What follows belongs to an exercise in optimizing a design on an open flow for small area, a short achievable clock period and few clock cycles; a production flow would make more cautious choices. Power is estimated from default activity; no workload was simulated.

== old ==
==> module rlm_ctrl, before the edit <==
module rlm_ctrl (
    input  logic        i_clk,
    input  logic        i_rst_n,
    input  logic        i_load,
    input  logic [38:0] i_sum,
    input  logic [7:0]  i_nm1,
    input  logic        i_out_ready,
    output logic        o_busy,
    output logic        o_fin,
    output logic        o_valid,
    output logic [6:0]  o_level
);
    logic [3:0]  r_cnt;     
    logic        r_busy;
    logic        r_mul;
    logic        r_dig;     
    logic        r_div;
    logic        r_sqrt;
    logic        r_first;   
    logic        r_fin;     
    logic        r_ov;      
    logic [39:0] r_r;
    logic [9:0]  r_c;
    wire [3:0]  w_dig = r_dig ? r_r[3:0] : 4'd0;
    wire [13:0] w_t   = 14'(w_dig * 10'd625) + 14'(r_c);
    wire [7:0]  w_rem = r_first ? 8'd0 : r_r[39:32];
    wire [9:0]  w_a   = r_div ? {1'b0, r_r[39:32], r_r[31]} : {w_rem, r_r[31:30]};
    wire [9:0]  w_b   = r_div ? {2'b00, i_nm1} : {1'b0, r_c[6:0], 2'b00};
    wire [10:0] w_sum = {1'b0, w_a} + {1'b0, ~w_b};
    wire        w_ge  = w_sum[10];
    wire [7:0]  w_new = w_ge ? w_sum[7:0] : w_a[7:0];
    wire w_last = (r_cnt == 4'd0);
    always_ff @(posedge i_clk) begin
        if (!i_rst_n) begin
            r_busy <= 1'b0;
            r_mul  <= 1'b0;
            r_div  <= 1'b0;
            r_sqrt <= 1'b0;
            r_fin  <= 1'b0;
            r_ov   <= 1'b0;
        end else if (i_load) begin
            r_busy <= 1'b1;
            r_mul  <= 1'b1;
            r_div  <= 1'b0;
            r_sqrt <= 1'b0;
            r_fin  <= 1'b0;
            r_ov   <= 1'b0;
        end else begin
            if (r_ov & i_out_ready) begin
                r_busy <= 1'b0;
                r_ov   <= 1'b0;
            end
            if (r_fin) begin
                r_ov <= 1'b1;
            end
            r_fin <= w_last & r_sqrt;
            if (w_last) begin
                r_mul  <= 1'b0;
                r_div  <= r_mul;
                r_sqrt <= r_div;
            end
        end
    end
    always_ff @(posedge i_clk) begin
        if (i_load) begin
            r_cnt   <= 4'd11;
            r_dig   <= 1'b1;
            r_first <= 1'b0;
            r_r     <= {1'b0, i_sum};
            r_c     <= 10'd0;
        end else begin
            r_cnt   <= w_last ? (r_mul ? 4'd13 : 4'd6) : r_cnt - 4'd1;
            if (r_cnt == 4'd2) begin
                r_dig <= 1'b0;
            end
            r_first <= w_last & r_div;
            if (r_mul) begin
                r_r <= {w_t[3:0], r_r[39:4]};
                r_c <= w_t[13:4];
            end else if (r_div) begin
                r_r[39:32] <= w_new;
                r_r[31:18] <= {r_r[30:18], w_ge};
            end else if (r_sqrt) begin
                r_r[39:32] <= w_new;
                r_r[31:18] <= {r_r[29:18], 2'b00};
                r_c[6:0]   <= {r_c[5:0], w_ge};
            end
        end
    end
    assign o_busy  = r_busy;
    assign o_fin   = r_fin;
    assign o_valid = r_ov;
    assign o_level = r_c[6:0];
endmodule
==> flow/config.mk <==
export PLATFORM = sky130hd
export DESIGN_NAME = rms_level_meter_peak_hold
export DESIGN_NICKNAME = rms_level_meter_peak_hold
export VERILOG_FILES = /design/flow/design.v
export SDC_FILE = /design/flow/constraint.sdc
export NUM_CORES = 4
export LEC_CHECK = 0
export ABC_CLOCK_PERIOD_IN_PS = 3000
export CAP_MARGIN = 20
export CORE_MARGIN = 2
export CORE_UTILIZATION = 40
export SLEW_MARGIN = 20
==> flow/constraint.sdc <==
create_clock -name core_clock -period 10.0 [get_ports {i_clk}]
set_input_delay 2.0000 -clock core_clock [delete_from_list [all_inputs] [get_ports {i_clk}]]
set_output_delay 2.0000 -clock core_clock [all_outputs]
set_load 0.01 [all_outputs]
standard.sh (not shown) runs the stock make flow with config.mk's settings and CLKGATE_MAP_FILE= SYNTH_SCRIPT=/design/flow/synth_recipe.tcl, a recipe that flattens the netlist after the stock synthesis.
==> flow/flow/run.sh <==
#!/bin/bash
# The standard layout, with repair_timing aiming well past the 10 ns clock so that the
# resizer sizes gates and buffers for the period this design can reach. Constraints unchanged.
set -euo pipefail
MARGIN=$(cat flow/margin.txt)
bash standard.sh SETUP_SLACK_MARGIN=$MARGIN finish > standard_flow.log 2>&1
==> flow/flow/margin.txt <==
6.8
Per the final summary, old finished and its layout is clean on timing, DRC and antenna.
Edits applied to the flow inputs when going from old to new:
--- a/flow/design.v
+++ b/flow/design.v
@@ -24,19 +24,42 @@
     logic        r_dig;     
     logic        r_div;
     logic        r_sqrt;
-    logic        r_first;   
     logic        r_fin;     
     logic        r_ov;      
     logic [39:0] r_r;
     logic [9:0]  r_c;
-    wire [3:0]  w_dig = r_dig ? r_r[3:0] : 4'd0;
-    wire [13:0] w_t   = 14'(w_dig * 10'd625) + 14'(r_c);
-    wire [7:0]  w_rem = r_first ? 8'd0 : r_r[39:32];
-    wire [9:0]  w_a   = r_div ? {1'b0, r_r[39:32], r_r[31]} : {w_rem, r_r[31:30]};
-    wire [9:0]  w_b   = r_div ? {2'b00, i_nm1} : {1'b0, r_c[6:0], 2'b00};
-    wire [10:0] w_sum = {1'b0, w_a} + {1'b0, ~w_b};
-    wire        w_ge  = w_sum[10];
-    wire [7:0]  w_new = w_ge ? w_sum[7:0] : w_a[7:0];
+    logic        r_cf;
+    wire [3:0] w_dig = r_dig ? r_r[3:0] : 4'd0;
+    wire [4:0] w_lo  = {1'b0, w_dig} + {1'b0, r_c[3:0]} + {4'd0, r_cf};
+    logic [9:0] w_k39;
+    always_comb begin
+        case (w_dig)
+            4'd0:  w_k39 = 10'd0;
+            4'd1:  w_k39 = 10'd39;
+            4'd2:  w_k39 = 10'd78;
+            4'd3:  w_k39 = 10'd117;
+            4'd4:  w_k39 = 10'd156;
+            4'd5:  w_k39 = 10'd195;
+            4'd6:  w_k39 = 10'd234;
+            4'd7:  w_k39 = 10'd273;
+            4'd8:  w_k39 = 10'd312;
+            4'd9:  w_k39 = 10'd351;
+            4'd10: w_k39 = 10'd390;
+            4'd11: w_k39 = 10'd429;
+            4'd12: w_k39 = 10'd468;
+            4'd13: w_k39 = 10'd507;
+            4'd14: w_k39 = 10'd546;
+            default: w_k39 = 10'd585;
+        endcase
+    end
+    wire [9:0] w_cn = w_k39 + {4'd0, r_c[9:4]};
+    wire [8:0]  w_a   = r_div ? {r_r[39:32], r_r[31]} : {1'b0, r_r[39:32]};
+    wire [8:0]  w_b   = r_div ? {1'b0, i_nm1} : {2'b00, r_c[6:0]};
+    wire        w_bin = r_div | (r_r[31:30] == 2'b00);
+    wire [9:0]  w_d   = {1'b0, w_a} - {1'b0, w_b} - {9'd0, w_bin};
+    wire        w_ge  = ~w_d[9];
+    wire [7:0]  w_pdiv = w_ge ? w_d[7:0] : w_a[7:0];
+    wire [7:0]  w_psq  = w_ge ? {w_d[5:0], r_r[31:30] - 2'd1} : {r_r[37:32], r_r[31:30]};
     wire w_last = (r_cnt == 4'd0);
     always_ff @(posedge i_clk) begin
         if (!i_rst_n) begin
@@ -73,23 +96,23 @@
         if (i_load) begin
             r_cnt   <= 4'd11;
             r_dig   <= 1'b1;
-            r_first <= 1'b0;
             r_r     <= {1'b0, i_sum};
             r_c     <= 10'd0;
+            r_cf    <= 1'b0;
         end else begin
             r_cnt   <= w_last ? (r_mul ? 4'd13 : 4'd6) : r_cnt - 4'd1;
             if (r_cnt == 4'd2) begin
                 r_dig <= 1'b0;
             end
-            r_first <= w_last & r_div;
             if (r_mul) begin
-                r_r <= {w_t[3:0], r_r[39:4]};
-                r_c <= w_t[13:4];
+                r_r <= {w_lo[3:0], r_r[39:4]};
+                r_c <= w_cn;
+                r_cf <= w_lo[4];
             end else if (r_div) begin
-                r_r[39:32] <= w_new;
+                r_r[39:32] <= w_last ? 8'd0 : w_pdiv;
                 r_r[31:18] <= {r_r[30:18], w_ge};
             end else if (r_sqrt) begin
-                r_r[39:32] <= w_new;
+                r_r[39:32] <= w_psq;
                 r_r[31:18] <= {r_r[29:18], 2'b00};
                 r_c[6:0]   <= {r_c[5:0], w_ge};
             end
[summary]
- Changes observed in new relative to old: area occupied by registers has remained practically unchanged, post-route total power has increased, time the worst path needs with I/O delays and setup has decreased, synthesized cell count has decreased.
- Higher worst max-slew margin expressed relative to the limit was reported by old, not new.
- Run comparison: old capture point of the worst path u_lvl.r_c[8]; new capture point of the worst path u_lvl.r_r[35]
- Per the final summary, new finished and its layout is clean on timing, DRC and antenna.
- Delta (new minus old): total standard cell area after synthesis has remained practically unchanged, relative contribution of the clock network to total power shows a reduction of 2.3 points.
- The worst setup path startpoint comes out u_lvl.r_r[3] in one run and u_lvl.r_div in the other, namely in old and new respectively.
No functional check of the RTL was part of any run of this note.

Another version of the RTL of rms_level_meter_peak_hold (not shown whole).
Size: ~230 flip-flops, ~37 I/O pins, about 13000 um2 of cells after synthesis.
==> module rlm_ctrl, before the edit <==
module rlm_ctrl (
    input  logic        i_clk,
    input  logic        i_rst_n,
    input  logic        i_load,
    input  logic [38:0] i_as,
    input  logic [38:0] i_ac,
    input  logic [7:0]  i_nm1,
    input  logic        i_out_ready,
    output logic        o_busy,
    output logic        o_fin,
    output logic        o_valid,
    output logic [6:0]  o_level
);
    logic [4:0]  r_cnt;     
    logic        r_busy;
    logic        r_mul;
    logic        r_dig;     
    logic        r_div;
    logic        r_sqrt;
    logic        r_fin;     
    logic        r_ov;      
    logic [39:0] r_r;
    logic [9:0]  r_c;
    logic        r_cf;      
    logic [38:0] r_rc;      
    logic        r_ca;      
    logic        r_top;     
    wire [2:0] w_ds  = {1'b0, r_r[1:0]} + {1'b0, r_rc[1:0]} + {2'd0, r_ca};
    wire [1:0] w_dig = r_dig ? {w_ds[1] & ~r_top, w_ds[0]} : 2'd0;
    wire [2:0] w_lo  = {1'b0, w_dig} + {1'b0, r_c[1:0]} + {2'd0, r_cf};
    wire [9:0] w_k   = (w_dig == 2'd0) ? 10'd0 : (w_dig == 2'd1) ? 10'd156 :
                       (w_dig == 2'd2) ? 10'd312 : 10'd468;
    wire [9:0] w_cn  = w_k + {2'd0, r_c[9:2]};
    wire [8:0]  w_a   = r_div ? {r_r[39:32], r_r[31]} : {1'b0, r_r[39:32]};
    wire [8:0]  w_b   = r_div ? {1'b0, i_nm1} : {2'b00, r_c[6:0]};
    wire        w_bin = r_div | (r_r[31:30] == 2'b00);
    wire [9:0]  w_d   = {1'b0, w_a} - {1'b0, w_b} - {9'd0, w_bin};
    wire        w_ge  = ~w_d[9];
    wire [7:0]  w_pdiv = w_ge ? w_d[7:0] : w_a[7:0];
    wire [7:0]  w_psq  = w_ge ? {w_d[5:0], r_r[31:30] - 2'd1} : {r_r[37:32], r_r[31:30]};
    wire w_last = (r_cnt == 5'd0);
    always_ff @(posedge i_clk) begin
        if (!i_rst_n) begin
            r_busy <= 1'b0;
            r_mul  <= 1'b0;
            r_div  <= 1'b0;
            r_sqrt <= 1'b0;
            r_fin  <= 1'b0;
            r_ov   <= 1'b0;
        end else if (i_load) begin
            r_busy <= 1'b1;
            r_mul  <= 1'b1;
            r_div  <= 1'b0;
            r_sqrt <= 1'b0;
            r_fin  <= 1'b0;
            r_ov   <= 1'b0;
        end else begin
            if (r_ov & i_out_ready) begin
                r_busy <= 1'b0;
                r_ov   <= 1'b0;
            end
            if (r_fin) begin
                r_ov <= 1'b1;
            end
            r_fin <= w_last & r_sqrt;
            if (w_last) begin
                r_mul  <= 1'b0;
                r_div  <= r_mul;
                r_sqrt <= r_div;
            end
        end
    end
    always_ff @(posedge i_clk) begin
        if (i_load) begin
            r_cnt   <= 5'd23;
            r_dig   <= 1'b1;
            r_r     <= {1'b0, i_as};
            r_rc    <= i_ac;
            r_ca    <= 1'b0;
            r_top   <= 1'b0;
            r_c     <= 10'd0;
            r_cf    <= 1'b0;
        end else begin
            r_cnt   <= w_last ? (r_mul ? 5'd13 : 5'd6) : r_cnt - 5'd1;
            r_top <= (r_cnt == 5'd5);
            if (r_cnt == 5'd4) begin
                r_dig <= 1'b0;
            end
            r_rc       <= {2'b00, r_rc[38:2]};
            r_ca       <= w_ds[2];
            r_cf       <= w_lo[2];
            r_r[17:0]  <= r_r[19:2];
            if (r_div) begin
                r_r[39:32] <= w_last ? 8'd0 : w_pdiv;
                r_r[31:18] <= {r_r[30:18], w_ge};
            end else if (r_sqrt) begin
                r_r[39:32] <= w_psq;
                r_r[31:18] <= {r_r[29:18], 2'b00};
            end else begin
                r_r[39:18] <= {w_lo[1:0], r_r[39:20]};
            end
            if (r_mul) begin
                r_c <= w_cn;
            end else if (r_sqrt) begin
                r_c[6:0] <= {r_c[5:0], w_ge};
            end
        end
    end
    assign o_busy  = r_busy;
    assign o_fin   = r_fin;
    assign o_valid = r_ov;
    assign o_level = r_c[6:0];
endmodule
export LEC_CHECK = 0
export ABC_CLOCK_PERIOD_IN_PS = 3000
export CAP_MARGIN = 20
export CORE_MARGIN = 2
export CORE_UTILIZATION = 40
export SLEW_MARGIN = 20
create_clock -name core_clock -period 10.0 [get_ports {i_clk}]
Scripts as last shown in full above: flow/flow/run.sh, flow/flow/margin.txt
Next try:
--- a/flow/design.v
+++ b/flow/design.v
@@ -95,9 +95,11 @@
                 r_dig <= 1'b0;
             end
-            r_rc       <= {2'b00, r_rc[38:2]};
-            r_ca       <= w_ds[2];
-            r_cf       <= w_lo[2];
-            r_r[17:0]  <= r_r[19:2];
-            if (r_div) begin
+            if (r_mul) begin
+                r_r  <= {w_lo[1:0], r_r[39:2]};
+                r_rc <= {2'b00, r_rc[38:2]};
+                r_ca <= w_ds[2];
+                r_c  <= w_cn;
+                r_cf <= w_lo[2];
+            end else if (r_div) begin
                 r_r[39:32] <= w_last ? 8'd0 : w_pdiv;
                 r_r[31:18] <= {r_r[30:18], w_ge};
@@ -105,11 +107,5 @@
                 r_r[39:32] <= w_psq;
                 r_r[31:18] <= {r_r[29:18], 2'b00};
-            end else begin
-                r_r[39:18] <= {w_lo[1:0], r_r[39:20]};
-            end
-            if (r_mul) begin
-                r_c <= w_cn;
-            end else if (r_sqrt) begin
-                r_c[6:0] <= {r_c[5:0], w_ge};
+                r_c[6:0]   <= {r_c[5:0], w_ge};
             end
         end
The changed run passed the timing, DRC and antenna checks.
Die area rises by 4.0%.
Non-clock buffer count went up by 5.
Setup slack gains 0.086 ns.
Design area climbs by 3.9%.
Via count increases by about 3.3%.
No run of this note included a check of the RTL's function; only the layout flow was run.

run a:
Another version of the RTL of rms_level_meter_peak_hold (not shown whole).
Size in the first run: ~1500 cells after synthesis, roughly 37 I/O pins, about 0.015 sq mm of cells after synthesis.
==> module rlm_ctrl, before the edit <==
module rlm_ctrl (
    input  logic        i_clk,
    input  logic        i_rst_n,
    input  logic        i_load,
    input  logic [38:0] i_sum,
    input  logic [7:0]  i_nm1,
    input  logic        i_out_ready,
    output logic        o_busy,
    output logic        o_fin,
    output logic        o_valid,
    output logic [6:0]  o_level
);
    logic [3:0]  r_cnt;     
    logic        r_busy;
    logic        r_mul;
    logic        r_dig;     
    logic        r_div;
    logic        r_sqrt;
    logic        r_fin;     
    logic        r_ov;      
    logic [39:0] r_r;
    logic [9:0]  r_c;
    wire [3:0] w_dig = r_dig ? r_r[3:0] : 4'd0;
    wire [4:0] w_lo  = {1'b0, w_dig} + {1'b0, r_c[3:0]};
    logic [9:0] w_k39;
    always_comb begin
        case (w_dig)
            4'd0:  w_k39 = 10'd0;
            4'd1:  w_k39 = 10'd39;
            4'd2:  w_k39 = 10'd78;
            4'd3:  w_k39 = 10'd117;
            4'd4:  w_k39 = 10'd156;
            4'd5:  w_k39 = 10'd195;
            4'd6:  w_k39 = 10'd234;
            4'd7:  w_k39 = 10'd273;
            4'd8:  w_k39 = 10'd312;
            4'd9:  w_k39 = 10'd351;
            4'd10: w_k39 = 10'd390;
            4'd11: w_k39 = 10'd429;
            4'd12: w_k39 = 10'd468;
            4'd13: w_k39 = 10'd507;
            4'd14: w_k39 = 10'd546;
            default: w_k39 = 10'd585;
        endcase
    end
    wire [9:0] w_cn = w_k39 + {4'd0, r_c[9:4]} + {9'd0, w_lo[4]};
    wire [8:0]  w_a   = r_div ? {r_r[39:32], r_r[31]} : {1'b0, r_r[39:32]};
    wire [8:0]  w_b   = r_div ? {1'b0, i_nm1} : {2'b00, r_c[6:0]};
    wire        w_bin = r_div | (r_r[31:30] == 2'b00);
    wire [9:0]  w_d   = {1'b0, w_a} - {1'b0, w_b} - {9'd0, w_bin};
    wire        w_ge  = ~w_d[9];
    wire [7:0]  w_pdiv = w_ge ? w_d[7:0] : w_a[7:0];
    wire [7:0]  w_psq  = w_ge ? {w_d[5:0], r_r[31:30] - 2'd1} : {r_r[37:32], r_r[31:30]};
    wire w_last = (r_cnt == 4'd0);
    always_ff @(posedge i_clk) begin
        if (!i_rst_n) begin
            r_busy <= 1'b0;
            r_mul  <= 1'b0;
            r_div  <= 1'b0;
            r_sqrt <= 1'b0;
            r_fin  <= 1'b0;
            r_ov   <= 1'b0;
        end else if (i_load) begin
            r_busy <= 1'b1;
            r_mul  <= 1'b1;
            r_div  <= 1'b0;
            r_sqrt <= 1'b0;
            r_fin  <= 1'b0;
            r_ov   <= 1'b0;
        end else begin
            if (r_ov & i_out_ready) begin
                r_busy <= 1'b0;
                r_ov   <= 1'b0;
            end
            if (r_fin) begin
                r_ov <= 1'b1;
            end
            r_fin <= w_last & r_sqrt;
            if (w_last) begin
                r_mul  <= 1'b0;
                r_div  <= r_mul;
                r_sqrt <= r_div;
            end
        end
    end
    always_ff @(posedge i_clk) begin
        if (i_load) begin
            r_cnt   <= 4'd11;
            r_dig   <= 1'b1;
            r_r     <= {1'b0, i_sum};
            r_c     <= 10'd0;
        end else begin
            r_cnt   <= w_last ? (r_mul ? 4'd13 : 4'd6) : r_cnt - 4'd1;
            if (r_cnt == 4'd2) begin
                r_dig <= 1'b0;
            end
            if (r_mul) begin
                r_r <= {w_lo[3:0], r_r[39:4]};
                r_c <= w_cn;
            end else if (r_div) begin
                r_r[39:32] <= w_last ? 8'd0 : w_pdiv;
                r_r[31:18] <= {r_r[30:18], w_ge};
            end else if (r_sqrt) begin
                r_r[39:32] <= w_psq;
                r_r[31:18] <= {r_r[29:18], 2'b00};
                r_c[6:0]   <= {r_c[5:0], w_ge};
            end
        end
    end
    assign o_busy  = r_busy;
    assign o_fin   = r_fin;
    assign o_valid = r_ov;
    assign o_level = r_c[6:0];
endmodule
clock: 10.0 ns
lec_check: 0
abc_clock_period_in_ps: 3000
cap_margin: 20
core_margin: 2
core_utilization: 40
slew_margin: 20
Scripts as last shown in full above: flow/flow/run.sh, flow/flow/margin.txt
Modified inputs, run b compared to run a
--- a/flow/design.v
+++ b/flow/design.v
@@ -15,54 +15,35 @@
     input  logic        i_out_ready,
     output logic        o_busy,
     output logic        o_fin,
     output logic        o_valid,
     output logic [6:0]  o_level
 );
-    logic [3:0]  r_cnt;     
+    logic [4:0]  r_cnt;     
     logic        r_busy;
     logic        r_mul;
     logic        r_dig;     
     logic        r_div;
     logic        r_sqrt;
     logic        r_fin;     
     logic        r_ov;      
     logic [39:0] r_r;
     logic [9:0]  r_c;
-    wire [3:0] w_dig = r_dig ? r_r[3:0] : 4'd0;
-    wire [4:0] w_lo  = {1'b0, w_dig} + {1'b0, r_c[3:0]};
-    logic [9:0] w_k39;
-    always_comb begin
-        case (w_dig)
-            4'd0:  w_k39 = 10'd0;
-            4'd1:  w_k39 = 10'd39;
-            4'd2:  w_k39 = 10'd78;
-            4'd3:  w_k39 = 10'd117;
-            4'd4:  w_k39 = 10'd156;
-            4'd5:  w_k39 = 10'd195;
-            4'd6:  w_k39 = 10'd234;
-            4'd7:  w_k39 = 10'd273;
-            4'd8:  w_k39 = 10'd312;
-            4'd9:  w_k39 = 10'd351;
-            4'd10: w_k39 = 10'd390;
-            4'd11: w_k39 = 10'd429;
-            4'd12: w_k39 = 10'd468;
-            4'd13: w_k39 = 10'd507;
-            4'd14: w_k39 = 10'd546;
-            default: w_k39 = 10'd585;
-        endcase
-    end
-    wire [9:0] w_cn = w_k39 + {4'd0, r_c[9:4]} + {9'd0, w_lo[4]};
+    wire [1:0] w_dig = r_dig ? r_r[1:0] : 2'd0;
+    wire [2:0] w_lo  = {1'b0, w_dig} + {1'b0, r_c[1:0]};
+    wire [9:0] w_k   = (w_dig == 2'd0) ? 10'd0 : (w_dig == 2'd1) ? 10'd156 :
+                       (w_dig == 2'd2) ? 10'd312 : 10'd468;
+    wire [9:0] w_cn  = w_k + {2'd0, r_c[9:2]} + {9'd0, w_lo[2]};
     wire [8:0]  w_a   = r_div ? {r_r[39:32], r_r[31]} : {1'b0, r_r[39:32]};
     wire [8:0]  w_b   = r_div ? {1'b0, i_nm1} : {2'b00, r_c[6:0]};
     wire        w_bin = r_div | (r_r[31:30] == 2'b00);
     wire [9:0]  w_d   = {1'b0, w_a} - {1'b0, w_b} - {9'd0, w_bin};
     wire        w_ge  = ~w_d[9];
     wire [7:0]  w_pdiv = w_ge ? w_d[7:0] : w_a[7:0];
     wire [7:0]  w_psq  = w_ge ? {w_d[5:0], r_r[31:30] - 2'd1} : {r_r[37:32], r_r[31:30]};
-    wire w_last = (r_cnt == 4'd0);
+    wire w_last = (r_cnt == 5'd0);
     always_ff @(posedge i_clk) begin
         if (!i_rst_n) begin
             r_busy <= 1'b0;
             r_mul  <= 1'b0;
             r_div  <= 1'b0;
             r_sqrt <= 1'b0;
@@ -90,23 +71,23 @@
                 r_sqrt <= r_div;
             end
         end
     end
     always_ff @(posedge i_clk) begin
         if (i_load) begin
-            r_cnt   <= 4'd11;
+            r_cnt   <= 5'd23;
             r_dig   <= 1'b1;
             r_r     <= {1'b0, i_sum};
             r_c     <= 10'd0;
         end else begin
-            r_cnt   <= w_last ? (r_mul ? 4'd13 : 4'd6) : r_cnt - 4'd1;
-            if (r_cnt == 4'd2) begin
+            r_cnt   <= w_last ? (r_mul ? 5'd13 : 5'd6) : r_cnt - 5'd1;
+            if (r_cnt == 5'd4) begin
                 r_dig <= 1'b0;
             end
             if (r_mul) begin
-                r_r <= {w_lo[3:0], r_r[39:4]};
+                r_r <= {w_lo[1:0], r_r[39:2]};
                 r_c <= w_cn;
             end else if (r_div) begin
                 r_r[39:32] <= w_last ? 8'd0 : w_pdiv;
                 r_r[31:18] <= {r_r[30:18], w_ge};
             end else if (r_sqrt) begin
                 r_r[39:32] <= w_psq;
Results
- Compared with run a, run b shows a lower growth of design area from synthesis to finish.
- Diff run b..run a | clock skew | negligible
- Run b reports a higher maximum frequency from static timing analysis than run a does.
- In terms of utilization of the core after routing, run a and run b differ only marginally.
- Comparing run b and run a, the higher area of all placed cells without fillers is on run a.
Function was not checked in any run of this note: the RTL went through the layout flow alone.

-- static timing again, ports no longer ideal --
No port has a modelled driver above. Below, the same layouts with a new extraction and two added sets of constraints. Step 1 (the two cells are an assumption about what drives the block):
set clk [get_ports {i_clk}]
set_driving_cell -lib_cell sky130_fd_sc_hd__clkbuf_16 $clk
set_driving_cell -lib_cell sky130_fd_sc_hd__buf_2 [delete_from_list [all_inputs] $clk]
Step 2 adds t to the input delays and takes it off the output delays; t is the mean of the earliest and latest rising clock arrival at the registers after step 1. Input paths then give back, and output paths get back, about the clock's delay inside the block. a / b / c = ideal ports / drivers / drivers and shift; a / b = the first two.
| run | t, ns | setup WS [ns] | worst setup path after step 2 | slew at the worst register clock pin (ns) | worst data-port slew with drivers (ns) |
|---|---|---|---|---|---|
| old | 0.509 | 6.758 / 6.758 / 6.462 | input to register | 0.09 / 0.09 | 0.03 |
| new | 0.505 | 6.772 / 6.772 / 6.547 | input to register | 0.08 / 0.08 | 0.03 |
| the first run of note 2 | 0.583 | 6.735 / 6.686 / 6.609 | input to register | 0.06 / 0.06 | 0.04 |
| the second run of note 2 | 0.581 | 6.822 / 6.788 / 6.563 | input to register | 0.06 / 0.06 | 0.04 |
| run a | 0.496 | 6.746 / 6.746 / 6.492 | input to register | 0.07 / 0.07 | 0.03 |
| run b | 0.488 | 6.797 / 6.797 / 6.627 | input to register | 0.08 / 0.08 | 0.03 |
After both steps every run listed still meets setup and hold. For old, which loses most, drivers alone change the setup slack by 0.000 ns; drivers and shift together by -0.296 ns.
